This design comes from an exercise in tuning for small area, a short achievable clock period and few clock cycles per item on the open sky130 flow, not from production work. At most, simulation tests tie the RTL to the original design; equivalence was not proved. Only the layout flow was run in runs 1 to 5; the RTL was not checked for function there. Power is estimated from default activity; no workload was simulated.

File: flow/run.sh
#!/bin/bash
# synth_recipe.tcl (not shown) runs the flow's synth.tcl, then flattens the netlist and writes it again
# the make line also repeats each setting of config.mk as NAME=value (left out here)
make -C /OpenROAD-flow-scripts/flow DESIGN_CONFIG=/design/flow/config.mk WORK_HOME=/design/flow/orfs CLKGATE_MAP_FILE= SYNTH_SCRIPT=/design/flow/synth_recipe.tcl finish
File: flow/config.mk
export PLATFORM = sky130hd
export DESIGN_NAME = playfair_digraph_cipher_top
export DESIGN_NICKNAME = playfair_digraph_cipher_top
export VERILOG_FILES = /design/flow/design.v
export SDC_FILE = /design/flow/constraint.sdc
export NUM_CORES = 4
export LEC_CHECK = 0
export ABC_AREA = 1
export CAP_MARGIN = 20
export CORE_MARGIN = 2
export CORE_UTILIZATION = 50
export CTS_BUF_LIST = sky130_fd_sc_hd__clkbuf_16
export CTS_CLUSTER_DIAMETER = 120
export CTS_CLUSTER_SIZE = 25
export PLACE_DENSITY = 0.7
export SETUP_SLACK_MARGIN = 4.3
export SLEW_MARGIN = 20
File: flow/constraint.sdc
create_clock -name core_clock -period 7.0 [get_ports {clk}]
set_input_delay 1.4000 -clock core_clock [delete_from_list [all_inputs] [get_ports {clk}]]
set_output_delay 1.4000 -clock core_clock [all_outputs]
set_load 0.01 [all_outputs]
File: flow/design.v
module playfair_digraph_cipher_top (
  input  logic         clk,
  input  logic         rst_n,
  input  logic         cfg_we,
  input  logic [2:0]   cfg_index,
  input  logic [24:0]  cfg_data,
  input  logic         in_valid,
  output logic         in_ready,
  input  logic [4:0]   in_letter,
  input  logic         in_final,
  output logic         out_valid,
  input  logic         out_ready,
  output logic [4:0]   out_letter,
  output logic         out_letter_valid,
  output logic         out_eom,
  output logic         out_odd_error
);
  function automatic logic [4:0] fold_j(input logic [4:0] v);
    fold_j = (v == 5'd9) ? 5'd8 : v;
  endfunction
  function automatic logic [2:0] step_idx(input logic [2:0] i, input logic back);
    logic [2:0] res;
    if (back) begin
      res = (i == 3'd0) ? 3'd4 : i - 3'd1;
    end else begin
      res = (i == 3'd4) ? 3'd0 : i + 3'd1;
    end
    step_idx = res;
  endfunction
  logic         dec_r;
  logic [4:0]   fill_r;      
  logic [124:0] sq_r;        
  always_ff @(posedge clk) begin
    if (!rst_n || (cfg_we && cfg_index == 3'd0)) begin
      dec_r <= cfg_data[0] & rst_n;
    end
    for (int r = 0; r < 5; r++) begin
      if (!rst_n || (cfg_we && cfg_index == 3'(r + 1))) begin
        sq_r[r*25 +: 25] <= cfg_data & {25{rst_n}};
      end
    end
    if (!rst_n || (cfg_we && cfg_index == 3'd6)) begin
      fill_r <= rst_n ? fold_j(cfg_data[4:0]) : 5'd23;
    end
  end
  logic [1:0] fx_r;
  always_ff @(posedge clk) begin
    if (!rst_n) begin
      fx_r <= 2'd0;
    end else if (cfg_we) begin
      fx_r <= 2'd1;
    end else if (fx_r != 2'd0) begin
      fx_r <= fx_r + 2'd1;
    end
  end
  logic       a_v_r, s_v_r;
  logic [4:0] a_let_r, s_let_r;
  logic       a_fin_r, s_fin_r;
  logic       accept;
  logic       cons;          
  logic [4:0] in_fold;
  logic       in_ready_r;
  logic       s_v_nxt;
  assign in_ready = in_ready_r;
  assign accept   = in_valid && in_ready;
  assign in_fold  = fold_j(in_letter);
  logic [24:0] hit;
  logic [4:0]  rowhit;
  logic [2:0]  colidx [5];
  logic [2:0]  loc_r, loc_c;
  always_comb begin
    for (int i = 0; i < 25; i++) begin
      hit[i] = (sq_r[i*5 +: 5] == a_let_r);
    end
    for (int r = 0; r < 5; r++) begin
      rowhit[r] = |hit[r*5 +: 5];
      colidx[r] = 3'd0;
      for (int c = 4; c >= 0; c--) begin
        if (hit[r*5 + c]) colidx[r] = 3'(c);
      end
    end
    loc_r = 3'd0;
    for (int r = 4; r >= 0; r--) begin
      if (rowhit[r]) loc_r = 3'(r);
    end
    loc_c = colidx[0];
    for (int r = 4; r >= 0; r--) begin
      if (rowhit[r]) loc_c = colidx[r];
    end
  end
  logic       pend_v_r;
  logic [4:0] pend_let_r;
  logic [5:0] pend_pos_r;
  logic [5:0] fill_pos_r;
  logic       j_v_r;
  logic [5:0] j_p1_r, j_p2_r;
  logic       j_dec_r, j_mark_r, j_last_r, j_twice_r;
  logic       j_done;
  logic       need_job;
  logic       same;
  logic [5:0] nj_p1, nj_p2;
  logic       nj_mark, nj_twice;
  logic       pend_v_nxt;
  assign same     = (pend_let_r == a_let_r);
  assign need_job = a_fin_r || pend_v_r;
  assign cons     = a_v_r && (!need_job || !j_v_r || j_done);
  assign s_v_nxt = (!a_v_r || cons) ? 1'b0 : (s_v_r || accept);
  always_comb begin
    nj_p1      = pend_pos_r;
    nj_p2      = {loc_r, loc_c};
    nj_mark    = 1'b0;
    nj_twice   = 1'b0;
    pend_v_nxt = 1'b0;
    if (!pend_v_r) begin
      nj_p1 = {loc_r, loc_c};
      nj_p2 = fill_pos_r;
      if (!a_fin_r) pend_v_nxt = 1'b1;
      nj_mark = dec_r;
    end else if (!dec_r && same) begin
      nj_p2      = fill_pos_r;
      nj_twice   = a_fin_r;
      pend_v_nxt = !a_fin_r;
    end
  end
  always_ff @(posedge clk) begin
    if (!rst_n) begin
      a_v_r    <= 1'b0;
      s_v_r    <= 1'b0;
      in_ready_r <= 1'b1;
      pend_v_r <= 1'b0;
      fill_pos_r <= 6'd0;
    end else begin
      if (!a_v_r || cons) begin
        a_v_r <= s_v_r || accept;
      end
      s_v_r      <= s_v_nxt;
      in_ready_r <= !s_v_nxt && !cfg_we && (fx_r == 2'd0 || fx_r == 2'd3);
      if (cons) begin
        pend_v_r <= pend_v_nxt;
      end
      if (fx_r == 2'd2) begin
        fill_pos_r <= {loc_r, loc_c};
      end
    end
  end
  always_ff @(posedge clk) begin
    if (fx_r == 2'd1) begin
      a_let_r <= fill_r;
    end else if (fx_r == 2'd2) begin
      a_let_r <= pend_let_r;
    end else if (!a_v_r || cons) begin
      a_let_r <= s_v_r ? s_let_r : in_fold;
      a_fin_r <= s_v_r ? s_fin_r : in_final;
    end
    if (a_v_r && !cons && accept) begin
      s_let_r <= in_fold;
      s_fin_r <= in_final;
    end
    if (cons && !pend_v_r) begin
      pend_let_r <= a_let_r;
    end
    if ((cons && !pend_v_r) || fx_r == 2'd3) begin
      pend_pos_r <= {loc_r, loc_c};
    end
  end
  logic       adv;           
  logic [1:0] s_r;           
  logic       r_v_r, r_x_r, r_dec_r, r_mark_r, r_last_r;
  logic [2:0] r_row_r, r_col_r;
  logic       yp_v_r;        
  logic [4:0] yp_let_r;
  logic       yp_lv_r, yp_eom_r;
  logic       yk_r;          
  logic       o_v_r;
  logic [7:0] o_r;           
  assign adv    = !o_v_r || out_ready;
  assign j_done = j_v_r && adv && s_r[0] && (!j_twice_r || s_r[1]);
  logic       eqr, eqc, back;
  logic [2:0] r1, c1, r2, c2;
  logic [2:0] rd_r, rd_c;
  logic [24:0] row_sel;
  logic [4:0] rd_let;
  logic       keep;
  assign {r1, c1} = j_p1_r;
  assign {r2, c2} = j_p2_r;
  assign eqr      = (r1 == r2);
  assign eqc      = (c1 == c2);
  assign back     = j_dec_r;
  always_comb begin
    if (!s_r[0]) begin
      rd_r = (!eqr && eqc) ? step_idx(r2, back) : r2;
      rd_c = eqr ? step_idx(c2, back) : (eqc ? c2 : c1);
    end else begin
      rd_r = (!eqr && eqc) ? step_idx(r1, back) : r1;
      rd_c = eqr ? step_idx(c1, back) : (eqc ? c1 : c2);
    end
  end
  always_comb begin
    case (r_row_r)
      3'd0:    row_sel = sq_r[24:0];
      3'd1:    row_sel = sq_r[49:25];
      3'd2:    row_sel = sq_r[74:50];
      3'd3:    row_sel = sq_r[99:75];
      default: row_sel = sq_r[124:100];
    endcase
    case (r_col_r)
      3'd0:    rd_let = row_sel[4:0];
      3'd1:    rd_let = row_sel[9:5];
      3'd2:    rd_let = row_sel[14:10];
      3'd3:    rd_let = row_sel[19:15];
      default: rd_let = row_sel[24:20];
    endcase
  end
  assign keep = (rd_let != fill_r);
  always_ff @(posedge clk) begin
    if (!rst_n) begin
      j_v_r  <= 1'b0;
      s_r    <= 2'd0;
      r_v_r  <= 1'b0;
      yp_v_r <= 1'b0;
      o_v_r  <= 1'b0;
    end else begin
      if (cons && need_job) begin
        j_v_r <= 1'b1;
      end else if (j_done) begin
        j_v_r <= 1'b0;
      end
      if (adv) begin
        if (j_v_r) begin
          s_r <= j_done ? 2'd0 : s_r + 2'd1;
        end
        r_v_r <= j_v_r;
        if (!r_v_r || !r_x_r) begin
          o_v_r  <= yp_v_r;
          yp_v_r <= 1'b0;
        end else if (r_mark_r) begin
          o_v_r  <= 1'b1;
          yp_v_r <= 1'b0;
        end else begin
          o_v_r  <= !r_dec_r || keep;
          yp_v_r <= !r_dec_r || yk_r || (r_last_r && !keep);
        end
      end
    end
  end
  always_ff @(posedge clk) begin
    if (cons && need_job) begin
      j_p1_r    <= nj_p1;
      j_p2_r    <= nj_p2;
      j_dec_r   <= dec_r;
      j_mark_r  <= nj_mark;
      j_last_r  <= a_fin_r;
      j_twice_r <= nj_twice;
    end
    if (adv) begin
      r_x_r    <= s_r[0];
      r_row_r  <= rd_r;
      r_col_r  <= rd_c;
      r_dec_r  <= j_dec_r;
      r_mark_r <= j_mark_r;
      r_last_r <= j_last_r && (!j_twice_r || s_r[1]);
      if (!r_v_r || !r_x_r) begin
        o_r <= {yp_let_r, yp_lv_r, yp_eom_r, 1'b0};
        if (r_v_r) begin
          yp_let_r <= rd_let;
          yk_r     <= keep;
        end
      end else if (r_mark_r) begin
        o_r <= 8'b00000_0_1_1;
      end else begin
        o_r <= {rd_let, 1'b1, r_last_r && r_dec_r && !yk_r, 1'b0};
        if (!r_dec_r || yk_r) begin
          yp_lv_r  <= 1'b1;
          yp_eom_r <= r_last_r;
        end else begin
          yp_let_r <= 5'd0;
          yp_lv_r  <= 1'b0;
          yp_eom_r <= 1'b1;
        end
      end
    end
  end
  assign out_valid        = o_v_r;
  assign out_letter       = o_r[7:3];
  assign out_letter_valid = o_r[2];
  assign out_eom          = o_r[1];
  assign out_odd_error    = o_r[0];
endmodule
==> results.txt, run 1 <==
The flow ran to the end and the layout has no timing, DRC or antenna violations. At the worst endpoint, the required time is between 7 and 8 ns. The critical path depth is 4. The power dissipated by switching net loads is 1.047 mW.

The gate count of the mapped netlist came out at 1217. The worst setup slack for register-to-register paths came out at around 4.4 ns. Global routing used 25.01% of the available tracks.

Per report_power, the clock group accounts for 23.3% of the total. The worst hold margin came out at about 0.42 ns. The path type of the worst min-delay path is register to register. The net count of the finished layout is roughly 1300. The relative contribution of sequential cells to total power came out at around half.

The cell at the slowest stage of the critical path is sky130_fd_sc_hd__clkdlybuf4s50_1. The overall die area came out at ~24000 um^2. The layout has ~1900 filler cells. The number of antenna violations at the first check in global routing came to 0.

STA puts the critical path data arrival time at between 2 and 3 ns. Setup repair after global routing could not meet its margin everywhere. The total wirelength of the detailed-routed design came out at about 30000 um.

The sum of negative setup slack is 0 ns. The maximum VDD drop came out at about 270 uV. The synthesized area is around 12000 um^2. The switching share of power is 32.47%. The endpoint of the worst-slack reg-to-reg timing path is yp_v_r.

The synthesized flop and latch total is around 210. The number of failing hold endpoints at the final stage is 0. The die span in x is around 160 um.

The origin of the worst setup path is cfg_we. The wire length of the first global-routing pass is between 40000 and 50000 um. The post-route standard cell area excluding fillers is 13030 um^2. After detailed routing, the number of remaining DRC violations is 0. In this run the clock root is driven by a sky130_fd_sc_hd__clkbuf_16. The design internal power is ~2.2 mW. Leaving out fill and tap cells, the most frequent cell in the layout is sky130_fd_sc_hd__nand2_1. The detail-routed via count per cell is roughly 5.7.

The maximum clock frequency came out at 378.2 MHz. The total overflow left after global routing is 0. The count of synthesis-stage warnings from yosys is 2. The count of hold buffers inserted by post-cts repair is 0. The remaining max-slew budget at the tightest pin came out at roughly three fifths. The number of maximum-capacitance constraint violations came out at 0. The top-level I/O count came out at 49. During placement, the flow inserted port buffers numbering 48.

The final number of max-transition violations came out at 0. Entering global routing, the biggest net connects 46 pins. The fraction of registers with async set or reset after synthesis is 0%.

The sequential fraction of the synthesis area came out at a little over half. The deepest clock path buffer count is 3. The cell area after placement came out at roughly 12000 um^2. The starting density of the core came out at between 50% and 60%.

The signal on the critical path passes through clkdlybuf4s50_1, nand2_1, o21ai_2, buf_4. The clock tree skew after final layout came out at roughly 0.018 ns. After the first detailed-routing iteration, the DRC count stood at roughly 1100. For this run, the detailed router's first-pass iteration total came to 6.

In the synthesized netlist the dominant register cell turns out to be sky130_fd_sc_hd__edfxtp_1. The worst path setup slack after routing is roughly 4.4 ns. The total number of clock tree sinks came out at between 200 and 250. TritonCTS built the clock tree.

Counting cells, the worst reg-to-reg path comes to 17. The nature of the critical path endpoint is a register. The kind of start point of the critical path is an input pin. The post-detailed-route wirelength per cell is slightly below 20 um.

Together, buffers and inverters on the worst path number 2. The setup-violating endpoint count in the final report is 0. The fraction of layout instances using a drive strength above 1 came out at 9.890%.

The synthesized netlist contains 52 unique library cells. The remaining antenna violation count after routing came out at 0. The synthesized design contains 196 enable-type register cells. The clock latency at the later pin of the worst-skew pair came out at roughly 0.5 ns. The portion of total power attributed to combinational logic came out at between 20% and 30%.

The final standard cell utilization of the core is 57.53%. The category of the critical setup timing path is input pin to register. The final HPWL from detailed placement is ~21000 um. In this design, the stage delay of the slowest critical-path cell is 0.57 ns. The number of antenna diodes is 0. The via total after detailed routing is between 8000 and 9000. In this run the core area contains 55 standard-cell rows. The largest fanout on the critical path is 25. The launch instance of the worst register-to-register path is r_row_r[0].

In this design, the largest share of critical-path delay is due to buffers and inverters. The pre-CTS worst setup slack is 3.317 ns. The average cell area after synthesis is between 9 and 10 um^2. The core footprint is about 23000 um^2.

The clock buffer count from CTS came out at 12. In the layout the commonest cells are sky130_fd_sc_hd__nand2_1 (262), sky130_fd_sc_hd__edfxtp_1 (196), sky130_fd_sc_hd__inv_1 (131). The ratio of final minimum period to clock period came out at a little under two fifths. After clock tree synthesis, the clock-pin slew on the worst setup and hold paths is about 0.1 ns. The floorplan step set the die height to 155.8 um. The routed design could run at a clock period as short as ~2.6 ns. At the pin with the least slew margin, the transition time is 0.6070 ns. At the end of routability-driven placement, the weighted congestion stood at just over 0.9. The via count of the first global-routing pass is 8448. In this run the worst setup path terminates at sq_r[91]. The CTS H-tree depth came out at 1. The total nets after synthesis came out at 1276.

The static leakage is roughly 5.3 nW. Compared with the post-synthesis result, the final layout area differs by 12.99%. The power per unit of standard cell area came out at approximately 250 nW/um^2.
[power groups by stage]
stage	sequential (mW)	clock, mW	combinational, mW
after floorplan	1.61	0	0.567
after global placement	1.65	0	0.731
after detailed placement	1.65	0	0.747
after CTS	1.61	0.753	0.798
after global routing	1.63	0.799	0.933
final	1.62	0.751	0.855
[state kept, by name, indices dropped and copies added (netlist names), 2 cells and up]
name,cells
a_let_r,5
fill_pos_r,6
fill_r,5
fx_r,2
j_p1_r,6
j_p2_r,6
o_r,8
pend_let_r,5
pend_pos_r,6
r_col_r,3
r_row_r,3
s_let_r,5
s_r,2
sq_r,125
yp_let_r,5
[cells in the mapped netlist, types with 20 or more instances]
library cell	number	area share (%)
sky130_fd_sc_hd__nand2_1	264	8.6
sky130_fd_sc_hd__edfxtp_1	196	51
sky130_fd_sc_hd__inv_1	134	4.4
sky130_fd_sc_hd__nor2_1	123	4.0
sky130_fd_sc_hd__o21ai_0	60	2.6
sky130_fd_sc_hd__xnor2_1	58	4.4
sky130_fd_sc_hd__nand3_1	56	2.4
sky130_fd_sc_hd__xor2_1	52	4.0
sky130_fd_sc_hd__a21oi_1	48	2.1
sky130_fd_sc_hd__nand4_1	30	1.6
sky130_fd_sc_hd__clkbuf_1	20	0.65
sky130_fd_sc_hd__ha_1	20	2.2
[final cells by class]
type / instances / area (um^2) / share of cell area, %
flip-flops and latches: 214 / 6246 / 47.95
multi-input cells: 816 / 4632 / 35.56
repair buffers: 86 / 880.8 / 6.763
inverters: 140 / 553.0 / 4.246
well taps: 285 / 356.6 / 2.738
clock buffers: 13 / 325.3 / 2.498
clock inverters: 5 / 31.28 / 0.2402
[kinds of logic (layout without fill, tap and decap cells)]
group / count (synthesis) / count (layout) / share of synthesized area (%)
adder cells (fa/ha/maj): 20 / 20 / 2.171
XOR/XNOR: 110 / 110 / 8.358
AND/OR/NAND/NOR: 521 / 522 / 19.55
buffers and inverters: 188 / 244 / 7.457
flip-flops: 214 / 214 / 54.18
AO/OA/AOI/OAI: 164 / 164 / 8.282
[repair_timing]
item | 4_1_cts | 5_1_grt
pin swaps | 7 | 8
setup buffers | 19 | 6
setup endpoints to repair | 118 | 117
cloned | 1 | 1
gates resized for setup | 24 | 49
[routing by layer]
metal / track usage [%] / share of wire [%]
met1: 35.45 / 43
met3: 3.444 / 8.6
met4: 8.301 / 2.8
met5: 0 / 0
met2: 39.95 / 46
[metrics by stage]
step,power [mW],instances
2_1_floorplan,2.177,1217
3_3_place_gp,2.382,1514
3_5_place_dp,2.400,1514
4_1_cts,3.163,1552
5_1_grt,3.360,1559
6_report,3.225,1559
[worst min-delay path by stage]
stage / to / startpoint / slack [ns] / cells past startpoint
floorplan: r_mark_r / j_mark_r / 0.40 / 0
global placement: r_mark_r / j_mark_r / 0.42 / 0
detailed placement: r_mark_r / j_mark_r / 0.41 / 0
CTS: r_mark_r / j_mark_r / 0.42 / 0
global route: r_mark_r / j_mark_r / 0.45 / 0
finish: r_mark_r / j_mark_r / 0.42 / 0
==> run 2, diff against run 1 <==
--- a/flow/config.mk
+++ b/flow/config.mk
@@ -6,7 +6,7 @@
 export NUM_CORES = 4
 export LEC_CHECK = 0
 export ABC_AREA = 1
-export CAP_MARGIN = 20
+export CAP_MARGIN = 0
 export CORE_MARGIN = 2
 export CORE_UTILIZATION = 50
 export CTS_BUF_LIST = sky130_fd_sc_hd__clkbuf_16
@@ -14,4 +14,4 @@
 export CTS_CLUSTER_SIZE = 25
 export PLACE_DENSITY = 0.7
 export SETUP_SLACK_MARGIN = 4.3
-export SLEW_MARGIN = 20
+export SLEW_MARGIN = 0
==> results.txt, run 2 <==
The dominant combinational cell family by area after synthesis is simple AND/OR/NAND/NOR gates. The global-route usage over all layers came to 25.01% (unchanged). The largest net degree at the start of global routing is 46 (unchanged). The deepest clock path buffer count is 3 (unchanged). The worst path setup slack after routing came to 4.356 ns (unchanged). The category of the critical setup timing path is input pin to register.

The flow ran to the end and the layout has no timing, DRC or antenna violations. The sequential fraction of the synthesis area came to 54.18% (unchanged). The number of failing hold endpoints at the final stage came out at 0 (unchanged). The met3 track demand over resource in global routing came out at 3.444% (unchanged). The top cell type's share of synthesized area came out at 51.06% (unchanged). By count the netlist is led by sky130_fd_sc_hd__nand2_1 (264), sky130_fd_sc_hd__edfxtp_1 (196), sky130_fd_sc_hd__inv_1 (134). The clock latency at the later pin of the worst-skew pair came to 0.49 ns (about the same).

The power dissipated by switching net loads is 1.047 mW (unchanged). The post-detailed-route wirelength per cell is 19.29 um (unchanged). The starting density of the core is 50.91% (unchanged).

The ratio of final minimum period to clock period came out at 37.78% (unchanged). The cell type contributing the most total cell area after synthesis is sky130_fd_sc_hd__edfxtp_1. The violation count after the first detailed-routing iteration is 1065 (unchanged). The total placed cells including tap cells was 1514 (unchanged). The worst setup slack for register-to-register paths is 4.39 ns (about the same). The mux cell area share after synthesis is 0% (unchanged). The most instantiated library cell after synthesis is sky130_fd_sc_hd__nand2_1.

The post-layout net count is 1329 (unchanged). The total of buffers placed on input and output ports came out at 48 (unchanged). The most used flip-flop cell after synthesis is sky130_fd_sc_hd__edfxtp_1.

The die span in x is 155.8 um (unchanged). The synthesized area came out at 11530 um^2 (unchanged). The CTS H-tree depth is 1 (unchanged). In the final layout, the registers with the most flip-flops are sq_r (125), o_r (8). The synthesized-area fraction occupied by xor and xnor cells is 8.358% (unchanged). The non-filler instance count after layout is 1559 (unchanged). The layout overhead on the synthesized area came out at 12.99% (unchanged). The switching share of power came out at 32.47% (unchanged). The critical path data arrival time came out at 2.77 ns (about the same). The y dimension of the die came to 155.8 um (unchanged). By area the synthesized netlist is led by sky130_fd_sc_hd__edfxtp_1 (51%), sky130_fd_sc_hd__nand2_1 (8.6%), sky130_fd_sc_hd__xnor2_1 (4.4%), sky130_fd_sc_hd__inv_1 (4.4%), sky130_fd_sc_hd__nor2_1 (4.0%).

The count of cell types in the netlist came to 52 (unchanged). The synthesized flop and latch total came out at 214 (unchanged). The maximum clock frequency is 378.2 MHz (unchanged). The path type of the worst min-delay path is register to register.

The measured slew at the worst slew-check pin is 0.6070 ns (unchanged). The largest register by flop count is sq_r. The count of synthesis-stage warnings from yosys is 2 (unchanged). The clock buffer count from CTS came out at 12 (unchanged).

The final HPWL from detailed placement came out at 20860 um (unchanged). The final critical path time including I/O delays and setup came out at 2.644 ns (unchanged). The power per unit of standard cell area is 247.6 nW/um^2 (unchanged). The area of the multi-input gates came out at 4632 um^2 (unchanged). The post-route standard cell area excluding fillers is 13030 um^2 (unchanged). The overall die area came out at 24280 um^2 (unchanged).

The area of all sequential standard cells came out at 6246 um^2 (unchanged). In the layout the commonest cells are sky130_fd_sc_hd__nand2_1 (262), sky130_fd_sc_hd__edfxtp_1 (196), sky130_fd_sc_hd__inv_1 (131). The pre-CTS worst setup slack came out at 3.317 ns (unchanged). The maximum VDD drop is 269.1 uV (unchanged). The number of filler instances in the final layout is 1887 (unchanged). The via count of the first global-routing pass came to 8448 (unchanged). The relative contribution of sequential cells to total power is 50.2% (about the same).

The global-route track usage on met2 is 39.95% (unchanged). The gate count of the mapped netlist is 1217 (unchanged). STA classifies the critical path startpoint as an input pin. The clock tree skew after final layout is 0.01829 ns (unchanged).

The largest individual stage delay along the critical path comes from the cell sky130_fd_sc_hd__clkdlybuf4s50_1. The portion of total power attributed to combinational logic came out at 26.5% (about the same). The static leakage is 5.332 nW (unchanged).

The worst setup path is captured at a register. The part of the power in the clock network came out at 23.3% (about the same). The first-pass detailed-route iteration total is 6 (unchanged). The detail-routed via count per cell came out at 5.667 (unchanged). TritonCTS built the clock tree. The delay of the slowest cell on the worst path came out at 0.57 ns (about the same). The flip-flop count of the largest register, all copies and words added is 125 (unchanged). The fraction of registers with async set or reset after synthesis was 0% (unchanged).

Leaving out fill and tap cells, the most frequent cell in the layout is sky130_fd_sc_hd__nand2_1. The total nets after synthesis came to 1276 (unchanged). The compound-cell area share of the yosys netlist is 8.282% (unchanged).

The sum of negative setup slack came to 0 ns (unchanged). The core footprint is 22640 um^2 (unchanged). The met1 usage in global routing came out at 35.45% (unchanged).

The average cell area after synthesis came out at 9.472 um^2 (unchanged). The total number of clock tree sinks is 214 (unchanged). Setup repair after global routing could not meet its margin everywhere. The total wirelength of the detailed-routed design came out at 30070 um (unchanged). The number of maximum-capacitance constraint violations is 0 (unchanged). The wire length of the first global-routing pass came to 46880 um (unchanged).

The fraction of layout instances using a drive strength above 1 came out at 9.890% (unchanged). The number of DRC violations after detailed routing came out at 0 (unchanged). The remaining antenna violation count after routing is 0 (unchanged). The via total after detailed routing came out at 8835 (unchanged). The data required time of the critical path came out at 7.12 ns (about the same).

The number of antenna violations at the first check in global routing is 0 (unchanged). The clock-pin transition on the worst setup and hold timing paths is 0.10 ns (about the same). The largest fanout on the critical path came out at 25 (unchanged).

The number of buffer and inverter stages on the critical path is 2 (unchanged). The cell area after placement came out at 12200 um^2 (unchanged). On the critical path the largest part of the delay comes from buffers and inverters. met2 is the most crowded layer. The signal on the critical path passes through clkdlybuf4s50_1, nand2_1, o21ai_2, buf_4. The fraction of the mapped netlist area in adder cells is 2.171% (unchanged). The area share of and/or/nand/nor cells after synthesis came out at 19.55% (unchanged).

The final number of max-transition violations is 0 (unchanged). The placement row count is 55 (unchanged). The setup-violating endpoint count in the final report came to 0 (unchanged). The routability congestion estimate from global placement came out at 0.9116 (unchanged). The number of antenna diodes came out at 0 (unchanged). The remaining max-slew budget at the tightest pin is 59.53% (unchanged). The number of enable flip-flop cells after synthesis came to 196 (unchanged).

The design internal power came to 2.178 mW (unchanged). The top-level I/O count came out at 49 (unchanged). The worst hold margin is 0.4217 ns (unchanged). The final global-route overflow total is 0 (unchanged). In this run the clock root is driven by a sky130_fd_sc_hd__clkbuf_16.
==> run 2: cell counts after synthesis <==
Identical to the previous run, type by type.
==> run 2: timing repair <==
item,in CTS,in global routing
setup endpoints to repair,118,117
pin swaps,7,8
buffers inserted,19,6
hold buffers,0,0
gates cloned,1,1
gates resized for setup,24,49
==> run 2: final timing paths <==
check	startpoint	to	cells after the start
setup / recovery	cfg_we	sq_r[91]	4
hold / removal	j_mark_r	r_mark_r	0
setup reg to reg	r_row_r[0]	yp_v_r	17
hold reg to reg	j_mark_r	r_mark_r	0
==> run 2: area by class of cell <==
type,instances,area share (%)
well taps,285,2.738
clock inverters,5,0.2402
flip-flops and latches,214,47.95
inverters,140,4.246
clock buffers,13,2.498
repair buffers,86,6.763
multi-input cells,816,35.56
==> run 2: cell families (layout without fill, tap and decap cells) <==
kind of cell	count (synthesis)	in the layout
compound gates	164	164
xor+xnor	110	110
fa+ha+maj	20	20
buf+inv	188	244
flops	214	214
simple gates	521	522
==> run 2: per-layer routing <==
layer / share of wire (%) / vias to the layer above
met5: 0 / -
met4: 2.8 / 0
met3: 8.6 / 60
met2: 46 / 420
met1: 43 / 4183
li1: - / 4172
==> run 2: power groups by stage <==
stage               clock network [mW]  logic, mW  registers [mW]
finish                           0.751      0.855            1.62
CTS                              0.753      0.798            1.61
global placement                     0      0.731            1.65
detailed placement                   0      0.747            1.65
global route                     0.799      0.933            1.63
floorplan                            0      0.567            1.61
==> run 2: stage by stage <==
step / power [mW] / util [%]
floorplan: 2.177 / -
global placement: 2.382 / 53.88
detailed placement: 2.400 / 53.88
CTS: 3.163 / 56.57
global route: 3.360 / 57.53
finish: 3.225 / 57.53
==> run 2: worst register-to-register path, cell delays in order (launching register included) <==
cell	delay, ns
sky130_fd_sc_hd__edfxtp_1	0.39
sky130_fd_sc_hd__buf_12	0.19
sky130_fd_sc_hd__clkinvlp_4	0.18
sky130_fd_sc_hd__buf_12	0.17
sky130_fd_sc_hd__nand2_4	0.08
sky130_fd_sc_hd__inv_4	0.10
sky130_fd_sc_hd__nand2_1	0.11
sky130_fd_sc_hd__nand3_1	0.08
sky130_fd_sc_hd__o21ai_1	0.30
sky130_fd_sc_hd__nand3_1	0.17
sky130_fd_sc_hd__o21ai_2	0.26
sky130_fd_sc_hd__nand2_1	0.08
sky130_fd_sc_hd__nand2_1	0.08
sky130_fd_sc_hd__nor2_2	0.06
sky130_fd_sc_hd__nand3_1	0.06
sky130_fd_sc_hd__nand2_1	0.05
sky130_fd_sc_hd__nand2_1	0.08
sky130_fd_sc_hd__a21oi_2	0.05
==> run 3, diff against run 2 <==
--- a/flow/config.mk
+++ b/flow/config.mk
@@ -6,12 +6,12 @@
 export NUM_CORES = 4
 export LEC_CHECK = 0
 export ABC_AREA = 1
-export CAP_MARGIN = 0
+export CAP_MARGIN = 20
 export CORE_MARGIN = 2
 export CORE_UTILIZATION = 50
 export CTS_BUF_LIST = sky130_fd_sc_hd__clkbuf_16
 export CTS_CLUSTER_DIAMETER = 120
 export CTS_CLUSTER_SIZE = 25
 export PLACE_DENSITY = 0.7
-export SETUP_SLACK_MARGIN = 4.3
-export SLEW_MARGIN = 0
+export SETUP_SLACK_MARGIN = 4.1
+export SLEW_MARGIN = 20
==> results.txt, run 3 <==
TritonCTS built the clock tree. The count of hold buffers inserted by post-cts repair is 0 (unchanged). The maximum VDD drop is 248.1 uV (-7.8%). The number of enable flip-flop cells after synthesis came out at 196 (unchanged). The area of the multi-input gates came out at 4544 um^2 (-1.9%). The data required time of the critical path is 7.21 ns (+0.09 ns).

The sequential fraction of the synthesis area came out at 54.18% (unchanged). The synthesized flop and latch total came out at 214 (unchanged). The commonest cells after synthesis are sky130_fd_sc_hd__nand2_1 (264), sky130_fd_sc_hd__edfxtp_1 (196), sky130_fd_sc_hd__inv_1 (134).

The number of antenna violations at the first check in global routing is 0 (unchanged). The fraction of layout instances using a drive strength above 1 came out at 8.491% (-1.4 points). The post-detailed-route wirelength per cell came out at 19.16 um (-0.68%).

The clock tree skew after final layout was 0.02323 ns (+0.004936 ns). The die span in x came out at 155.8 um (unchanged). The layout overhead on the synthesized area came out at 12.00%. The tree is rooted in a sky130_fd_sc_hd__clkbuf_16. The core footprint was 22640 um^2 (unchanged). The total power after layout is 3.188 mW (-1.1%). The post-layout net count is 1328 (-0.075%). The top cell type's share of synthesized area came out at 51.06% (unchanged).

The endpoint identified for the worst register-to-register timing path is j_p1_r[3]. The critical path data arrival time is 3.03 ns (+0.26 ns). The number of failing hold endpoints at the final stage is 0 (unchanged).

The y dimension of the die is 155.8 um (unchanged). Of all cell types, the one taking the most synthesized area is sky130_fd_sc_hd__edfxtp_1. The deepest clock path buffer count is 3 (unchanged). The layer flagged by global routing as most heavily used is met2. The average cell area after synthesis came out at 9.472 um^2 (unchanged). The critical path is of the input pin to register type. The synthesized area came out at 11530 um^2 (unchanged). The number of maximum-capacitance constraint violations is 0 (unchanged).

The worst setup slack for register-to-register paths is 4.20 ns (-0.19 ns). The total nets after synthesis came out at 1276 (unchanged). In the layout the commonest cells are sky130_fd_sc_hd__nand2_1 (262), sky130_fd_sc_hd__edfxtp_1 (196), sky130_fd_sc_hd__inv_1 (134). The first-pass detailed-route iteration total came out at 8 (+2).

The commonest non-fill, non-tap cell in the layout is sky130_fd_sc_hd__nand2_1. For hold timing, the worst endpoint is r_mark_r. The worst path setup slack after routing is 4.175 ns (-0.1801 ns). The top-level I/O count came out at 49 (unchanged). The via total after detailed routing is 8734 (-1.1%).

The final standard cell utilization of the core came out at 57.03% (-0.50 points). The path type of the worst min-delay path is register to register. The final number of max-transition violations is 0 (unchanged). The final global-route overflow total is 0 (unchanged).

The count of cell types in the netlist is 52 (unchanged). The nature of the critical path endpoint is a register. The total of buffers placed on input and output ports is 48 (unchanged).

The global-route track usage on met2 came out at 39.40% (-0.55 points). The clock buffer count from CTS came to 12 (unchanged). The number of instances on the worst hold path was 0 (unchanged). The global-route usage over all layers came out at 24.71% (-0.30 points). The number of cells traversed by the worst register-to-register path is 14 (-3).

The met1 usage in global routing came out at 34.17% (-1.3 points). The fraction of registers with async set or reset after synthesis is 0% (unchanged). The placement row count is 55 (unchanged). The largest net degree at the start of global routing came out at 46 (unchanged). Among all cell types in the netlist, the one instantiated most often is sky130_fd_sc_hd__nand2_1. The number of DRC violations after detailed routing is 0 (unchanged).

The overall die area came out at 24280 um^2 (unchanged). The total number of clock tree sinks came to 214 (unchanged). The number of filler instances in the final layout came out at 1907 (+1.1%). The final HPWL from detailed placement is 20440 um (-2.0%). The measured slew at the worst slew-check pin is 0.7452 ns (+0.1381 ns).

The prevailing post-synth register cell is sky130_fd_sc_hd__edfxtp_1. The largest fanout on the critical path is 8 (-68%). The remaining max-slew budget at the tightest pin was 49.86% (-9.7 points). The run finished with no timing, DRC or antenna violations. The largest registers in the layout are sq_r (125), o_r (8). The final critical path time including I/O delays and setup is 2.825 ns (+0.1801 ns).

The maximum clock frequency came out at 354.0 MHz (-6.4%). The via count of the first global-routing pass came to 8229 (-2.6%). STA classifies the critical path startpoint as an input pin. The flip-flop count of the largest register, all copies and words added came out at 125 (unchanged). The power per unit of standard cell area came to 246.9 nW/um^2 (-0.26%). The met3 track demand over resource in global routing is 3.528% (+0.083 points).

The source of the worst hold timing path is j_mark_r. After synthesis, the cell types taking the most area are sky130_fd_sc_hd__edfxtp_1 (51%), sky130_fd_sc_hd__nand2_1 (8.6%), sky130_fd_sc_hd__xnor2_1 (4.4%), sky130_fd_sc_hd__inv_1 (4.4%), sky130_fd_sc_hd__nor2_1 (4.0%). The number of antenna diodes was 0 (unchanged). The gate count of the mapped netlist is 1217 (unchanged). The clock latency at the later pin of the worst-skew pair was 0.50 ns (about the same). The clock-pin transition on the worst setup and hold timing paths came out at 0.10 ns (about the same). The violation count after the first detailed-routing iteration is 1037 (-2.6%). The ratio of final minimum period to clock period is 40.35% (+2.6 points). The starting density of the core came out at 50.91% (unchanged). The setup-violating endpoint count in the final report was 0 (unchanged). In this run the critical register-to-register path is launched from a_let_r[1]. The detail-routed via count per cell is 5.610 (-1.0%). The total wirelength of the detailed-routed design came out at 29830 um (-0.81%). The pre-CTS worst setup slack is 3.251 ns (-0.06547 ns). The CTS H-tree depth came to 1 (unchanged).

The remaining antenna violation count after routing is 0 (unchanged). The sum of negative setup slack is 0 ns (unchanged). The count of synthesis-stage warnings from yosys was 2 (unchanged). The largest register by flop count is sq_r.

The static leakage came to 5.297 nW (-0.65%). The wire length of the first global-routing pass is 45800 um (-2.3%). Setup repair after global routing could not meet its margin everywhere.

The routability congestion estimate from global placement is 0.9047 (-0.76%). The area of all sequential standard cells is 6246 um^2 (unchanged).
run 3: cell counts after synthesis:
Identical to the previous run, type by type.
run 3: stage by stage:
stage	std cells	hold slack, ns	area, um^2
2_1_floorplan	1217	0.4003	11570
3_3_place_gp	1514	0.4296	12180
3_5_place_dp	1514	0.4286	12180
4_1_cts	1551	0.4524	12790
5_1_grt	1557	0.4746	12910
6_report	1557	0.4467	12910
run 3: cell families (layout without fill, tap and decap cells):
logic type	Yosys count	after routing	share of synthesized area, %
AOI/OAI and AO/OA	164	164	8.282
xor gates and xnor gates	110	110	8.358
adders and majority gates	20	20	2.171
buffers and inverters	188	242	7.457
DFF	214	214	54.18
and+or+nand+nor	521	522	19.55
run 3: where the power goes:
part | switching, mW | internal, mW
sequential | 0.0869 | 1.53
combinational | 0.535 | 0.292
clock | 0.407 | 0.340
total | 1.03 | 2.16
run 3: final cells by class:
class                      instances  share of cell area [%]
sequential                       214                   48.38
tap                              285                   2.762
multi-input combinational        816                   35.20
inverter                         140                   4.216
clock inverter                     4                  0.2132
timing repair buffer              85                   6.716
clock buffer                      13                   2.520
run 3: critical path, stage by stage:
cell and delay [ns]:
sky130_fd_sc_hd__dlygate4sd2_1 0.24, sky130_fd_sc_hd__nor2_4 0.06, sky130_fd_sc_hd__nor2_2 0.09, sky130_fd_sc_hd__inv_1 0.06
sky130_fd_sc_hd__nor2_2 0.09, sky130_fd_sc_hd__inv_1 0.07, sky130_fd_sc_hd__a21oi_2 0.14, sky130_fd_sc_hd__nor2_2 0.07
sky130_fd_sc_hd__o21ai_2 0.09, sky130_fd_sc_hd__nand2_2 0.10, sky130_fd_sc_hd__buf_4 0.16, sky130_fd_sc_hd__a21oi_4 0.16
sky130_fd_sc_hd__bufbuf_16 0.29
run 3: per-layer routing:
metal / part of all wire [%] / vias up / routed length (um)
li1: - / 4159 / -
met1: 43 / 4061 / 12690
met2: 45 / 440 / 13490
met3: 8.4 / 74 / 2507
met4: 3.8 / 0 / 1141
met5: 0 / - / 0
run 3: worst max-delay path by stage:
stage               slack, ns        end          from
floorplan                3.88  sq_r[100]  cfg_index[1]
global placement         3.32  j_p2_r[5]     out_ready
detailed placement       3.25  j_p1_r[5]     out_ready
CTS                      4.11   sq_r[22]        cfg_we
global route             4.04  j_p2_r[3]    a_let_r[1]
finish                   4.18   j_last_r     out_ready
run 3: timing repair:
action | CTS | global route
gates resized for setup | 11 | 21
endpoints found under the setup margin | 65 | 51
cloned | 2 | 1
buffers inserted | 18 | 5
pin swaps | 5 | 3
==> run 4, diff against run 3 <==
==> flow/config.mk (replaced) <==
export PLATFORM = sky130hd
export DESIGN_NAME = playfair_digraph_cipher_top
export DESIGN_NICKNAME = playfair_digraph_cipher_top
export VERILOG_FILES = /design/flow/design.v
export SDC_FILE = /design/flow/constraint.sdc
export NUM_CORES = 4
export LEC_CHECK = 0
export ABC_AREA = 1
export CAP_MARGIN = 20
export CORE_MARGIN = 2
export CORE_UTILIZATION = 60
export PLACE_DENSITY = 0.75
export SETUP_SLACK_MARGIN = 4.6
export SLEW_MARGIN = 20
==> results.txt, run 4 <==
The flow ran to the end and the layout has no timing, DRC or antenna violations. The top cell type's share of synthesized area came out at 51.06% (unchanged). The fraction of registers with async set or reset after synthesis came out at 0% (unchanged).

The deepest clock path buffer count came out at 3 (unchanged). The total power after layout is 4.141 mW (+30%). The remaining antenna violation count after routing came out at 0 (unchanged). The post-layout net count was 1441 (+8.5%). The number of DRC violations after detailed routing came to 0 (unchanged). The y dimension of the die came out at 142.6 um (-8.5%). The total wirelength of the detailed-routed design came out at 38530 um (+29%). The first-pass detailed-route iteration total came out at 6 (-2). The worst path setup slack after routing came to 4.373 ns (+0.1977 ns).

The clock-pin transition on the worst setup and hold timing paths is 0.06 ns (-0.04 ns). By area, the combinational part of the netlist is dominated by simple AND/OR/NAND/NOR gates. The final critical path time including I/O delays and setup is 2.627 ns (-0.1977 ns).

The measured slew at the worst slew-check pin came out at 0.7079 ns (-0.03726 ns). The maximum clock frequency came out at 380.7 MHz (+7.5%). The post-route standard cell area excluding fillers is 15080 um^2 (+17%).

TritonCTS built the clock tree. The synthesized-area fraction occupied by xor and xnor cells came out at 8.358% (unchanged). The remaining max-slew budget at the tightest pin is 52.74% (+2.9 points). The die span in x was 142.6 um (-8.5%).

The cell area after placement is 12200 um^2 (+0.17%). The gate count of the mapped netlist came to 1217 (unchanged). The total nets after synthesis is 1276 (unchanged). The path class of the tightest hold or removal check is register to register. The critical path data arrival time came to 2.89 ns (-0.14 ns). The clock tree skew after final layout came out at 0.01394 ns (-0.009283 ns).

In this run the clock root is driven by a sky130_fd_sc_hd__clkbuf_16. The data required time of the critical path is 7.26 ns (+0.05 ns). The maximum VDD drop came out at 245.6 uV (-1.0%).

By count the netlist is led by sky130_fd_sc_hd__nand2_1 (264), sky130_fd_sc_hd__edfxtp_1 (196), sky130_fd_sc_hd__inv_1 (134). The pre-CTS worst setup slack is 3.357 ns (+0.1057 ns). The largest fanout on the critical path came out at 6 (-2). The kind of start point of the critical path is a register. The starting density of the core is 61.42% (+11 points). The global-route usage over all layers is 35.23% (+11 points). After synthesis, the cell types taking the most area are sky130_fd_sc_hd__edfxtp_1 (51%), sky130_fd_sc_hd__nand2_1 (8.6%), sky130_fd_sc_hd__xnor2_1 (4.4%), sky130_fd_sc_hd__inv_1 (4.4%), sky130_fd_sc_hd__nor2_1 (4.0%). The number of failing hold endpoints at the final stage was 0 (unchanged).

Leaving out fill and tap cells, the most frequent cell in the layout is sky130_fd_sc_hd__nand2_1. The power per unit of standard cell area came out at 274.7 nW/um^2 (+11%). The total of buffers placed on input and output ports came out at 48 (unchanged). The mux cell area share after synthesis is 0% (unchanged).

More flip-flops sit in one register than any other, and that register is sq_r. The average cell area after synthesis is 9.472 um^2 (unchanged). The flip-flop count of the largest register, all copies and words added came out at 125 (unchanged). The core footprint was 18770 um^2 (-17%). The synthesized area came to 11530 um^2 (unchanged).

The sequential fraction of the synthesis area came out at 54.18% (unchanged). The synthesized flop and latch total came to 214 (unchanged). The count of cell types in the netlist came to 52 (unchanged). The number of enable flip-flop cells after synthesis came out at 196 (unchanged).

The largest registers in the layout are sq_r (125), o_r (8). The via total after detailed routing came out at 10420 (+19%). Setup repair after global routing could not meet its margin everywhere. The compound-cell area share of the yosys netlist is 8.282% (unchanged). The overall die area came to 20340 um^2 (-16%). The total number of clock tree sinks is 214 (unchanged). The clock latency at the later pin of the worst-skew pair came out at 0.52 ns (+0.02 ns). The setup-violating endpoint count in the final report is 0 (unchanged). The count of synthesis-stage warnings from yosys came out at 2 (unchanged). The routability congestion estimate from global placement is 0.9993 (+10%). The fraction of layout instances using a drive strength above 1 is 24.98% (+16 points).

The via count of the first global-routing pass came out at 9183 (+12%). Among all cell types in the netlist, the one instantiated most often is sky130_fd_sc_hd__nand2_1. The nature of the critical path endpoint is a register. The number of maximum-capacitance constraint violations is 0 (unchanged). The top-level I/O count came to 49 (unchanged).

The static leakage is 6.247 nW (+18%). The sum of negative setup slack came to 0 ns (unchanged). The count of hold buffers inserted by post-cts repair is 0 (unchanged). The layout overhead on the synthesized area is 30.78%.

The detail-routed via count per cell came out at 6.388 (+14%). The non-filler instance count after layout is 1631 (+4.8%). The placement row count came to 50 (-9.1%). The ratio of final minimum period to clock period is 37.53% (-2.8 points). The post-detailed-route wirelength per cell is 23.62 um (+23%). The most used flip-flop cell after synthesis is sky130_fd_sc_hd__edfxtp_1. The fraction of the mapped netlist area in adder cells is 2.171% (unchanged). The critical path is of the register to register type. Of all cell types, the one taking the most synthesized area is sky130_fd_sc_hd__edfxtp_1. The wire length of the first global-routing pass is 52770 um (+15%).

The final global-route overflow total came out at 0 (unchanged). The largest net degree at the start of global routing came out at 50 (+8.7%). The final number of max-transition violations is 0 (unchanged). The number of antenna diodes is 0 (unchanged). The clock buffer count from CTS came out at 22 (+10). The violation count after the first detailed-routing iteration came to 1861 (+79%).

The area share of and/or/nand/nor cells after synthesis is 19.55% (unchanged). The final HPWL from detailed placement came out at 20160 um (-1.4%). In the layout the commonest cells are sky130_fd_sc_hd__nand2_1 (236), sky130_fd_sc_hd__edfxtp_1 (196), sky130_fd_sc_hd__inv_1 (116).

The number of antenna violations at the first check in global routing is 0 (unchanged). The total placed cells including tap cells is 1460 (-3.6%). The CTS H-tree depth is 1 (unchanged).
## run 4: cell count changes in the layout (fill, tap and decap cells not counted), sizes merged, moves of 2 or more
| cell | delta |
|---|---|
| buf | +105 |
| clkbuf | +16 |
| clkdlybuf4s50 | -14 |
| clkinvlp | +7 |
| inv | -6 |
| clkinv | +5 |
| bufinv | +4 |
| o21ai | +4 |
| clkdlybuf4s15 | +2 |
## run 4: final timing paths
path | start | end | slack [ns] | depth (start not counted)
worst min-delay path | j_mark_r | r_mark_r | 0.43 | 0
worst max-delay path | a_let_r[3] | j_p2_r[0] | 4.37 | 16
worst max register to register | a_let_r[3] | j_p2_r[0] | 4.37 | 16
worst min register to register | j_mark_r | r_mark_r | 0.43 | 0
## run 4: critical path, cell delays in order, from the launching register on
cell and delay, ns:
sky130_fd_sc_hd__edfxtp_1 0.41, sky130_fd_sc_hd__buf_12 0.16, sky130_fd_sc_hd__buf_12 0.13, sky130_fd_sc_hd__clkinvlp_4 0.13, sky130_fd_sc_hd__buf_4 0.16, sky130_fd_sc_hd__nand2_1 0.06
sky130_fd_sc_hd__nand4_1 0.12, sky130_fd_sc_hd__nor3_2 0.32, sky130_fd_sc_hd__nor2_2 0.09, sky130_fd_sc_hd__nand2_2 0.12, sky130_fd_sc_hd__nor3_4 0.07, sky130_fd_sc_hd__nand3_1 0.11
sky130_fd_sc_hd__nand3_1 0.10, sky130_fd_sc_hd__nand2_2 0.13, sky130_fd_sc_hd__nand3_2 0.10, sky130_fd_sc_hd__o21ai_2 0.08, sky130_fd_sc_hd__inv_1 0.07
## run 4: cells by family after synthesis
family          Yosys count
compound gates          164
xor+xnor                110
fa+ha+maj                20
buf+inv                 188
flops                   214
simple gates            521
## run 4: cell type report
type                       instances  area (um^2)
sequential                       214         6247
multi-input combinational        820         5166
fill                            1043         3692
timing repair buffer             181         1973
clock buffer                      28        614.3
inverter                         140        608.1
tap                              234        292.8
clock inverter                    11        153.9
timing repair inverter             3        20.02
## run 4: where the power goes
group,switching [mW],internal (mW)
Combinational,0.752,0.503
Sequential,0.0930,1.53
Clock,0.498,0.765
Total,1.34,2.80
## run 4: repair_timing
action | in CTS | in global routing
pin swaps | 40 | 65
endpoints found under the setup margin | 228 | 97
setup buffers | 85 | 31
resized for setup | 157 | 108
cloned | 14 | 2
## run 4: stage by stage
step | utilization (%) | hold slack (ns)
after floorplan | - | 0.4003
after global placement | 65.01 | 0.4105
after detailed placement | 65.01 | 0.4072
after CTS | 76.71 | 0.4213
after global routing | 80.33 | 0.4416
final | 80.33 | 0.4260
## run 4: layer usage
| layer | vias up | GRT usage, % | share of wire [%] |
|---|---|---|---|
| li1 | 4435 | - | - |
| met1 | 4791 | 47.92 | 35 |
| met2 | 939 | 54.45 | 44 |
| met3 | 254 | 7.167 | 14 |
| met4 | 0 | 17.09 | 7.2 |
| met5 | - | 0 | 0 |
==> run 5, diff against run 4 <==
--- a/flow/config.mk
+++ b/flow/config.mk
@@ -8,7 +8,10 @@
 export ABC_AREA = 1
 export CAP_MARGIN = 20
 export CORE_MARGIN = 2
-export CORE_UTILIZATION = 60
-export PLACE_DENSITY = 0.75
-export SETUP_SLACK_MARGIN = 4.6
+export CORE_UTILIZATION = 65
+export CTS_BUF_LIST = sky130_fd_sc_hd__clkbuf_16
+export CTS_CLUSTER_DIAMETER = 120
+export CTS_CLUSTER_SIZE = 25
+export PLACE_DENSITY = 0.85
+export SETUP_SLACK_MARGIN = 4.3
 export SLEW_MARGIN = 20
==> results.txt, run 5 <==
The number of failing hold endpoints at the final stage came out at 0 (unchanged). The final standard cell utilization of the core is 75.49% (-4.8 points). The via count of the first global-routing pass came out at 8680 (-5.5%). The total number of clock tree sinks came out at 214 (unchanged). The total nets after synthesis is 1276 (unchanged). The remaining max-slew budget at the tightest pin is 57.18% (+4.4 points). The top cell type's share of synthesized area came to 51.06% (unchanged).

The violation count after the first detailed-routing iteration is 1276 (-31%). The starting density of the core came out at 66.64% (+5.2 points). The post-layout net count is 1336 (-7.3%).

The clock-pin transition on the worst setup and hold timing paths came out at 0.10 ns (+0.04 ns). In the layout the commonest cells are sky130_fd_sc_hd__nand2_1 (261), sky130_fd_sc_hd__edfxtp_1 (196), sky130_fd_sc_hd__inv_1 (129). The static leakage was 5.367 nW (-14%). The clock tree from TritonCTS is done. The sequential fraction of the synthesis area was 54.18% (unchanged). The largest registers in the layout are sq_r (125), o_r (8). The number of antenna violations at the first check in global routing came to 0 (unchanged). Setup repair after global routing could not meet its margin everywhere. The clock buffer count from CTS came to 12 (-45%). The cell type contributing the most total cell area after synthesis is sky130_fd_sc_hd__edfxtp_1. The power per unit of standard cell area came to 249.1 nW/um^2 (-9.3%).

Counting instances in the post-synthesis netlist gives the leading cell types as sky130_fd_sc_hd__nand2_1 (264), sky130_fd_sc_hd__edfxtp_1 (196), sky130_fd_sc_hd__inv_1 (134). The fraction of layout instances using a drive strength above 1 is 10.69% (-14 points). The pre-CTS worst setup slack is 3.222 ns (-0.1353 ns). The final number of max-transition violations was 0 (unchanged). The setup-violating endpoint count in the final report is 0 (unchanged).

The number of enable flip-flop cells after synthesis is 196 (unchanged). The sum of negative setup slack came out at 0 ns (unchanged). The deepest clock path buffer count is 3 (unchanged). The number of buffer and inverter stages on the critical path came out at 4 (-1). The fraction of registers with async set or reset after synthesis came to 0% (unchanged). The final critical path time including I/O delays and setup came to 2.656 ns (+0.02895 ns). The y dimension of the die was 137.2 um (-3.8%). The nature of the critical path endpoint is a register. The number of filler instances in the final layout is 1146 (+9.9%).

The remaining antenna violation count after routing came out at 0 (unchanged). The maximum VDD drop is 270.2 uV (+10%). The delay of the slowest cell on the worst path was 0.28 ns (-0.13 ns).

The path type of the worst min-delay path is register to register. The synthesized area was 11530 um^2 (unchanged). The detail-routed via count per cell is 6.173 (-3.4%). The maximum clock frequency is 376.5 MHz (-1.1%). The final global-route overflow total is 0 (unchanged).

The top-level I/O count came out at 49 (unchanged). The largest net degree at the start of global routing is 46 (-8.0%). Among all flip-flop cells after synthesis, the most frequent one is sky130_fd_sc_hd__edfxtp_1. The count of hold buffers inserted by post-cts repair came out at 0 (unchanged).

The die span in x came out at 137.2 um (-3.8%). The number of instances on the worst hold path was 0 (unchanged). The number of antenna diodes came to 0 (unchanged). The launch instance of the worst register-to-register path is a_let_r[4].

Walking the worst path, the cells encountered are clkdlybuf4s15_1, nor2_4, nor2_4, inv_2, nor2_4, inv_2, a21oi_2, nor2_2, o21ai_2, nand2_2, buf_4, nor2_4, or2_4. The endpoint of the worst-slack reg-to-reg timing path is j_p2_r[0]. The routability congestion estimate from global placement came out at 1.005 (+0.55%). For this design, the slowest cell found on the critical path is sky130_fd_sc_hd__or2_4. The worst setup path is launched from an input pin. The first-pass detailed-route iteration total came out at 6 (unchanged).

The overall die area came out at 18820 um^2 (-7.5%). The CTS H-tree depth came out at 1 (unchanged). Ranked by total cell area, the synthesized netlist is headed by sky130_fd_sc_hd__edfxtp_1 (51%), sky130_fd_sc_hd__nand2_1 (8.6%), sky130_fd_sc_hd__xnor2_1 (4.4%), sky130_fd_sc_hd__inv_1 (4.4%), sky130_fd_sc_hd__nor2_1 (4.0%). The count of synthesis-stage warnings from yosys came out at 2 (unchanged).

The gate count of the mapped netlist came out at 1217 (unchanged). The clock latency at the later pin of the worst-skew pair is 0.50 ns (-0.02 ns). The worst path setup slack after routing came to 4.344 ns (-0.02895 ns).

The average cell area after synthesis came to 9.472 um^2 (unchanged). The total wirelength of the detailed-routed design came out at 31070 um (-19%). The synthesized flop and latch total is 214 (unchanged). The total of buffers placed on input and output ports is 48 (unchanged). The critical path data arrival time is 2.91 ns (+0.02 ns). The via total after detailed routing came out at 9297 (-11%). The cell sitting at the root of the clock tree is a sky130_fd_sc_hd__clkbuf_16.

For hold timing, the worst endpoint is r_mark_r. The setup path with the least slack is of type input pin to register. The number of cells traversed by the worst register-to-register path came out at 12 (-4).

The layout overhead on the synthesized area is 13.27%. The data required time of the critical path came out at 7.25 ns (about the same). The library cell used most frequently in the layout, excluding fill and tap cells, is sky130_fd_sc_hd__nand2_1. The cell with the most instances on the worst path is sky130_fd_sc_hd__nor2_4. The count of cell types in the netlist is 52 (unchanged). The number of DRC violations after detailed routing is 0 (unchanged). The worst setup slack for register-to-register paths was 4.35 ns (-0.02 ns). The ratio of final minimum period to clock period is 37.94% (+0.41 points).

The largest fanout on the critical path is 6 (unchanged). Counting flops per register, the top entry is sq_r. The post-detailed-route wirelength per cell came to 20.63 um (-13%). The global-route usage over all layers is 32.67% (-2.6 points). The run finished with no timing, DRC or antenna violations. The final HPWL from detailed placement came to 20600 um (+2.2%).

Among all cell types in the netlist, the one instantiated most often is sky130_fd_sc_hd__nand2_1. The worst hold path begins at j_mark_r. The core footprint came out at 17300 um^2 (-7.8%). The measured slew at the worst slew-check pin is 0.6423 ns (-0.06558 ns).

The largest delay contributor family on the critical path is simple AND/OR/NAND/NOR gates. The flip-flop count of the largest register, all copies and words added is 125 (unchanged). The wire length of the first global-routing pass came out at 46270 um (-12%). The number of maximum-capacitance constraint violations came to 0 (unchanged). The placement row count is 48 (-4.0%). The clock tree skew after final layout is 0.03887 ns (+0.02492 ns).
run 5: what timing repair did:
action / 4_1_cts / 5_1_grt
setup endpoints to repair: 96 / 114
resized for setup: 26 / 57
pin swaps: 8 / 11
setup buffers: 17 / 13
gates cloned: 1 / 1
run 5: cell type report:
type,instances,area (um^2),area share (%)
sequential,214,6246,47.83
multi-input combinational,815,4631,35.46
timing repair buffer,94,978.4,7.493
inverter,140,564.3,4.322
clock buffer,13,325.3,2.491
tap,225,281.5,2.156
clock inverter,5,31.28,0.2396
run 5: kinds of logic after synthesis:
kind of cell	count (synthesis)	synth area share, %
xor+xnor	110	8.358
buf+inv	188	7.457
simple gates	521	19.55
flops	214	54.18
fa+ha+maj	20	2.171
compound gates	164	8.282
run 5: power breakdown:
| group | switching (mW) | leakage (nW) | total, mW | internal, mW |
|---|---|---|---|---|
| Sequential | 0.0905 | 2.06 | 1.62 | 1.53 |
| Clock | 0.405 | 0.188 | 0.746 | 0.341 |
| Combinational | 0.571 | 3.12 | 0.889 | 0.319 |
run 5: worst max-delay path by stage:
| stage | startpoint | end | slack, ns | cells after the start |
|---|---|---|---|---|
| after floorplan | cfg_index[1] | sq_r[100] | 3.88 | 3 |
| after global placement | out_ready | j_dec_r | 3.37 | 11 |
| after detailed placement | out_ready | j_p1_r[0] | 3.22 | 11 |
| after CTS | a_let_r[1] | j_p1_r[0] | 4.31 | 12 |
| after global routing | out_ready | pend_pos_r[3] | 4.23 | 13 |
| final | out_ready | pend_pos_r[3] | 4.34 | 13 |
run 5: worst register-to-register path, cell delays in order, from the launching register on:
cell	delay, ns
sky130_fd_sc_hd__edfxtp_1	0.53
sky130_fd_sc_hd__buf_6	0.24
sky130_fd_sc_hd__xor2_2	0.21
sky130_fd_sc_hd__nor4_4	0.40
sky130_fd_sc_hd__o21ai_1	0.15
sky130_fd_sc_hd__nand2_1	0.23
sky130_fd_sc_hd__nand2_1	0.08
sky130_fd_sc_hd__nand3_1	0.09
sky130_fd_sc_hd__nand3_1	0.06
sky130_fd_sc_hd__nand2_1	0.18
sky130_fd_sc_hd__nand3_1	0.10
sky130_fd_sc_hd__o21ai_1	0.09
sky130_fd_sc_hd__inv_1	0.05
run 5: stage by stage:
step	instance area [um^2]	hold slack [ns]	power (mW)	cells
2_1_floorplan	11590	0.4003	2.177	1217
3_3_place_gp	12140	0.4235	2.365	1456
3_5_place_dp	12140	0.4396	2.396	1456
4_1_cts	12720	0.4535	3.143	1492
5_1_grt	13060	0.4546	3.365	1506
6_report	13060	0.4258	3.253	1506
run 5: metal layers:
metal / GRT usage, % / share of wire, %
met1: 44.45 / 37
met2: 53.23 / 47
met3: 5.887 / 12
met4: 11.45 / 4.0
met5: 0 / 0
==> run 6, diff against run 5 <==
--- a/flow/design.v
+++ b/flow/design.v
@@ -94,7 +94,7 @@
   logic [5:0] fill_pos_r;
   logic       j_v_r;
   logic [5:0] j_p1_r, j_p2_r;
-  logic       j_dec_r, j_mark_r, j_last_r, j_twice_r;
+  logic       j_mark_r, j_last_r, j_twice_r;
   logic       j_done;
   logic       need_job;
   logic       same;
@@ -165,7 +165,7 @@
   end
   logic       adv;           
   logic [1:0] s_r;           
-  logic       r_v_r, r_x_r, r_dec_r, r_mark_r, r_last_r;
+  logic       r_v_r, r_x_r, r_mark_r, r_last_r;
   logic [2:0] r_row_r, r_col_r;
   logic       yp_v_r;        
   logic [4:0] yp_let_r;
@@ -185,7 +185,7 @@
   assign {r2, c2} = j_p2_r;
   assign eqr      = (r1 == r2);
   assign eqc      = (c1 == c2);
-  assign back     = j_dec_r;
+  assign back     = dec_r;
   always_comb begin
     if (!s_r[0]) begin
       rd_r = (!eqr && eqc) ? step_idx(r2, back) : r2;
@@ -237,8 +237,8 @@
           o_v_r  <= 1'b1;
           yp_v_r <= 1'b0;
         end else begin
-          o_v_r  <= !r_dec_r || keep;
-          yp_v_r <= !r_dec_r || yk_r || (r_last_r && !keep);
+          o_v_r  <= !dec_r || keep;
+          yp_v_r <= !dec_r || yk_r || (r_last_r && !keep);
         end
       end
     end
@@ -247,7 +247,6 @@
     if (cons && need_job) begin
       j_p1_r    <= nj_p1;
       j_p2_r    <= nj_p2;
-      j_dec_r   <= dec_r;
       j_mark_r  <= nj_mark;
       j_last_r  <= a_fin_r;
       j_twice_r <= nj_twice;
@@ -256,7 +255,6 @@
       r_x_r    <= s_r[0];
       r_row_r  <= rd_r;
       r_col_r  <= rd_c;
-      r_dec_r  <= j_dec_r;
       r_mark_r <= j_mark_r;
       r_last_r <= j_last_r && (!j_twice_r || s_r[1]);
       if (!r_v_r || !r_x_r) begin
@@ -268,8 +266,8 @@
       end else if (r_mark_r) begin
         o_r <= 8'b00000_0_1_1;
       end else begin
-        o_r <= {rd_let, 1'b1, r_last_r && r_dec_r && !yk_r, 1'b0};
-        if (!r_dec_r || yk_r) begin
+        o_r <= {rd_let, 1'b1, r_last_r && dec_r && !yk_r, 1'b0};
+        if (!dec_r || yk_r) begin
           yp_lv_r  <= 1'b1;
           yp_eom_r <= r_last_r;
         end else begin
--- a/flow/config.mk
+++ b/flow/config.mk
@@ -5,13 +5,13 @@
 export SDC_FILE = /design/flow/constraint.sdc
 export NUM_CORES = 4
 export LEC_CHECK = 0
-export ABC_AREA = 1
+export ABC_AREA = 0
 export CAP_MARGIN = 20
 export CORE_MARGIN = 2
-export CORE_UTILIZATION = 65
+export CORE_UTILIZATION = 50
 export CTS_BUF_LIST = sky130_fd_sc_hd__clkbuf_16
 export CTS_CLUSTER_DIAMETER = 120
 export CTS_CLUSTER_SIZE = 25
-export PLACE_DENSITY = 0.85
+export PLACE_DENSITY = 0.7
 export SETUP_SLACK_MARGIN = 4.3
 export SLEW_MARGIN = 20
==> results.txt, run 6 <==
The flow ran to the end and the layout has no timing, DRC or antenna violations. The library cells used most frequently in the layout, excluding fill and tap cells, are sky130_fd_sc_hd__edfxtp_1 (194), sky130_fd_sc_hd__xnor2_1 (74), sky130_fd_sc_hd__xor2_1 (71). The worst hold path terminates at r_mark_r. The synthesized flop and latch total is 212 (-0.93%). The maximum clock frequency is 368.1 MHz (-2.2%).

The launch instance of the worst register-to-register path is r_row_r[0]. The part of the power in the clock network came to 23.6% (+0.7 points). The fraction of the mapped netlist area in adder cells came out at 2.260% (+0.090 points). The post-layout net count is 998 (-25%). The largest fanout on the critical path came out at 16 (+10). The number of cells traversed by the worst register-to-register path is 9 (-3). The switching share of power was 30.02% (-2.8 points). The total placed cells including tap cells came out at 1177 (-19%). The flip-flop count of the largest register, all copies and words added came to 125 (unchanged).

The core footprint came out at 21760 um^2 (+26%). The area share of and/or/nand/nor cells after synthesis is 11.46% (-8.1 points). The number of DRC violations after detailed routing is 0 (unchanged). The deepest clock path buffer count is 3 (unchanged). The top-level I/O count came out at 49 (unchanged). The clock latency at the later pin of the worst-skew pair is 0.48 ns (-0.02 ns). The number of maximum-capacitance constraint violations is 0 (unchanged). The worst hold margin came out at 0.4737 ns (+0.04784 ns).

The violation count after the first detailed-routing iteration was 758 (-41%). The CTS H-tree depth was 1 (unchanged). The sequential fraction of the synthesis area is 55.88% (+1.7 points).

The compound-cell area share of the yosys netlist came out at 7.538% (-0.74 points). The fraction of registers with async set or reset after synthesis was 0% (unchanged). By area, the combinational part of the netlist is dominated by XOR/XNOR gates. The largest registers in the layout are sq_r (125), o_r (8). The total nets after synthesis came out at 949 (-26%). The measured slew at the worst slew-check pin came out at 0.9177 ns (+0.2754 ns). The static leakage came out at 4.462 nW (-17%). The number of enable flip-flop cells after synthesis came to 194 (-1.0%). The critical path data arrival time is 3.08 ns (+0.17 ns). The clock-pin transition on the worst setup and hold timing paths is 0.09 ns (about the same). The data required time of the critical path is 7.36 ns (+0.11 ns). The layout overhead on the synthesized area came out at 15.00%. The total of buffers placed on input and output ports is 48 (unchanged). The path type of the worst min-delay path is register to register.

The number of instances on the worst hold path is 0 (unchanged). The routability congestion estimate from global placement was 0.8964 (-11%). The startpoint identified for the worst hold timing path is j_mark_r. The wire length of the first global-routing pass came out at 41410 um (-10%). Ranked by total cell area, the synthesized netlist is headed by sky130_fd_sc_hd__edfxtp_1 (53%), sky130_fd_sc_hd__xnor2_1 (5.9%), sky130_fd_sc_hd__xor2_1 (5.6%), sky130_fd_sc_hd__mux4_2 (4.3%), sky130_fd_sc_hd__dfxtp_1 (3.3%). The setup-violating endpoint count in the final report came out at 0 (unchanged). The ratio of final minimum period to clock period is 38.81% (+0.87 points).

The category of the critical setup timing path is register to register. TritonCTS built the clock tree. The final HPWL from detailed placement is 18190 um (-12%). The total wirelength of the detailed-routed design came out at 27350 um (-12%). The die span in x is 152.8 um (+11%). Sorting the synthesized cells by how often they occur yields sky130_fd_sc_hd__edfxtp_1 (194), sky130_fd_sc_hd__xnor2_1 (74), sky130_fd_sc_hd__xor2_1 (71). The average cell area after synthesis came out at 12.44 um^2 (+31%).

The synthesized-area fraction occupied by xor and xnor cells came out at 11.47% (+3.1 points). The final critical path time including I/O delays and setup is 2.717 ns (+0.06100 ns). The clock buffer count from CTS came to 12 (unchanged). The number of antenna diodes is 0 (unchanged). The top cell type's share of synthesized area came to 52.62% (+1.6 points). The mux cell area share after synthesis came out at 7.991% (+8.0 points). The overall die area came to 23350 um^2 (+24%). The worst setup slack for register-to-register paths is 4.28 ns (-0.07 ns). The y dimension of the die is 152.8 um (+11%).

The relative contribution of sequential cells to total power came out at 51.3% (+1.6 points). The post-detailed-route wirelength per cell is 22.33 um (+8.2%). The final global-route overflow total is 0 (unchanged). The global-route usage over all layers is 23.14% (-9.5 points). The non-filler instance count after layout is 1225 (-19%). The power dissipated by switching net loads is 0.9383 mW (-12%).

The detail-routed via count per cell came out at 5.939 (-3.8%). The endpoint of the worst-slack reg-to-reg timing path is o_v_r. The synthesized area is 11070 um^2 (-4.0%).
==> run 6: changes by cell type in the layout (fill, tap and decap cells not counted), sizes merged, moves of 19 or more <==
cell | before | now
xor2 | 52 | 71
nor2 | 128 | 43
and2 | 1 | 32
a21oi | 50 | 23
inv | 137 | 31
nand4 | 30 | 3
nor3 | 12 | 36
o21ai | 66 | 30
nand2 | 271 | 58
nand3 | 59 | 35
mux2i | 0 | 22
mux4 | 0 | 21
==> run 6: power by group through the flow <==
stage	sequential, mW	combinational, mW	clock [mW]
floorplan	1.59	0.538	0
global placement	1.63	0.683	0
detailed placement	1.63	0.691	0
CTS	1.60	0.743	0.745
global route	1.61	0.838	0.792
finish	1.60	0.785	0.737
==> run 6: timing repair <==
item	in CTS	in global routing
gates cloned	5	1
pin swaps	10	2
setup endpoints to repair	206	110
buffers inserted	17	5
resized for setup	45	24
==> run 6: how the worst max path moves through the flow <==
stage / from / to
after global placement: cfg_we / sq_r[32]
after floorplan: out_ready / pend_pos_r[0]
after global routing: r_col_r[2] / o_v_r
final: r_row_r[0] / o_v_r
after CTS: cfg_we / dec_r
after detailed placement: cfg_we / sq_r[34]
==> run 6: routing by layer <==
layer | track usage [%] | up-vias | wire, um
li1 | - | 3352 | -
met1 | 33.65 | 3512 | 11430
met2 | 37.11 | 359 | 12710
met3 | 2.958 | 52 | 2458
met4 | 5.952 | 0 | 752
met5 | 0 | - | 0
==> run 6: layout make-up <==
class / count / area (um^2)
Fill cell: 1731 / 9025
Sequential cell: 212 / 6186
Multi-Input combinational cell: 607 / 4880
Timing Repair Buffer: 80 / 842.1
Tap cell: 280 / 350.3
Clock buffer: 13 / 325.3
Inverter: 25 / 102.6
Clock inverter: 7 / 38.79
Timing Repair inverter: 1 / 6.256
==> run 6: critical path: stages, from the launching register on <==
cell and delay (ns):
sky130_fd_sc_hd__edfxtp_1 0.43, sky130_fd_sc_hd__buf_12 0.20, sky130_fd_sc_hd__mux4_2 0.57, sky130_fd_sc_hd__mux2_2 0.29, sky130_fd_sc_hd__a22oi_1 0.20, sky130_fd_sc_hd__a32o_2 0.28
sky130_fd_sc_hd__xnor2_1 0.10, sky130_fd_sc_hd__nor3_2 0.19, sky130_fd_sc_hd__nand3_2 0.11, sky130_fd_sc_hd__o221a_1 0.23
==> run 6: metrics by stage <==
stage / area, um^2 / setup WS [ns] / utilization (%)
CTS: 12560 / 4.179 / 57.72
finish: 12730 / 4.283 / 58.52
global placement: 11810 / 3.491 / 54.30
global route: 12730 / 4.231 / 58.52
floorplan: 11200 / 4.217 / -
detailed placement: 11810 / 3.464 / 54.30
==> run 6: cells by family (layout without fill, tap and decap cells) <==
| family | count (synthesis) | after routing |
|---|---|---|
| AOI/OAI and AO/OA | 126 | 130 |
| xor gates and xnor gates | 145 | 145 |
| adders and majority gates | 20 | 20 |
| buffers and inverters | 75 | 126 |
| DFF | 212 | 212 |
| muxes | 60 | 60 |
| and+or+nand+nor | 252 | 252 |
Testbench counts of run 6, summed over its fixed seeds: cycles 13,875, letters 12,800.

Setup slack of run 6, layout unchanged: 4.283 ns with ideal ports, 4.283 ns with driving cells assumed (clock clkbuf_16, inputs buf_2), 3.885 ns with port delays also shifted by the 0.514 ns mid clock arrival.
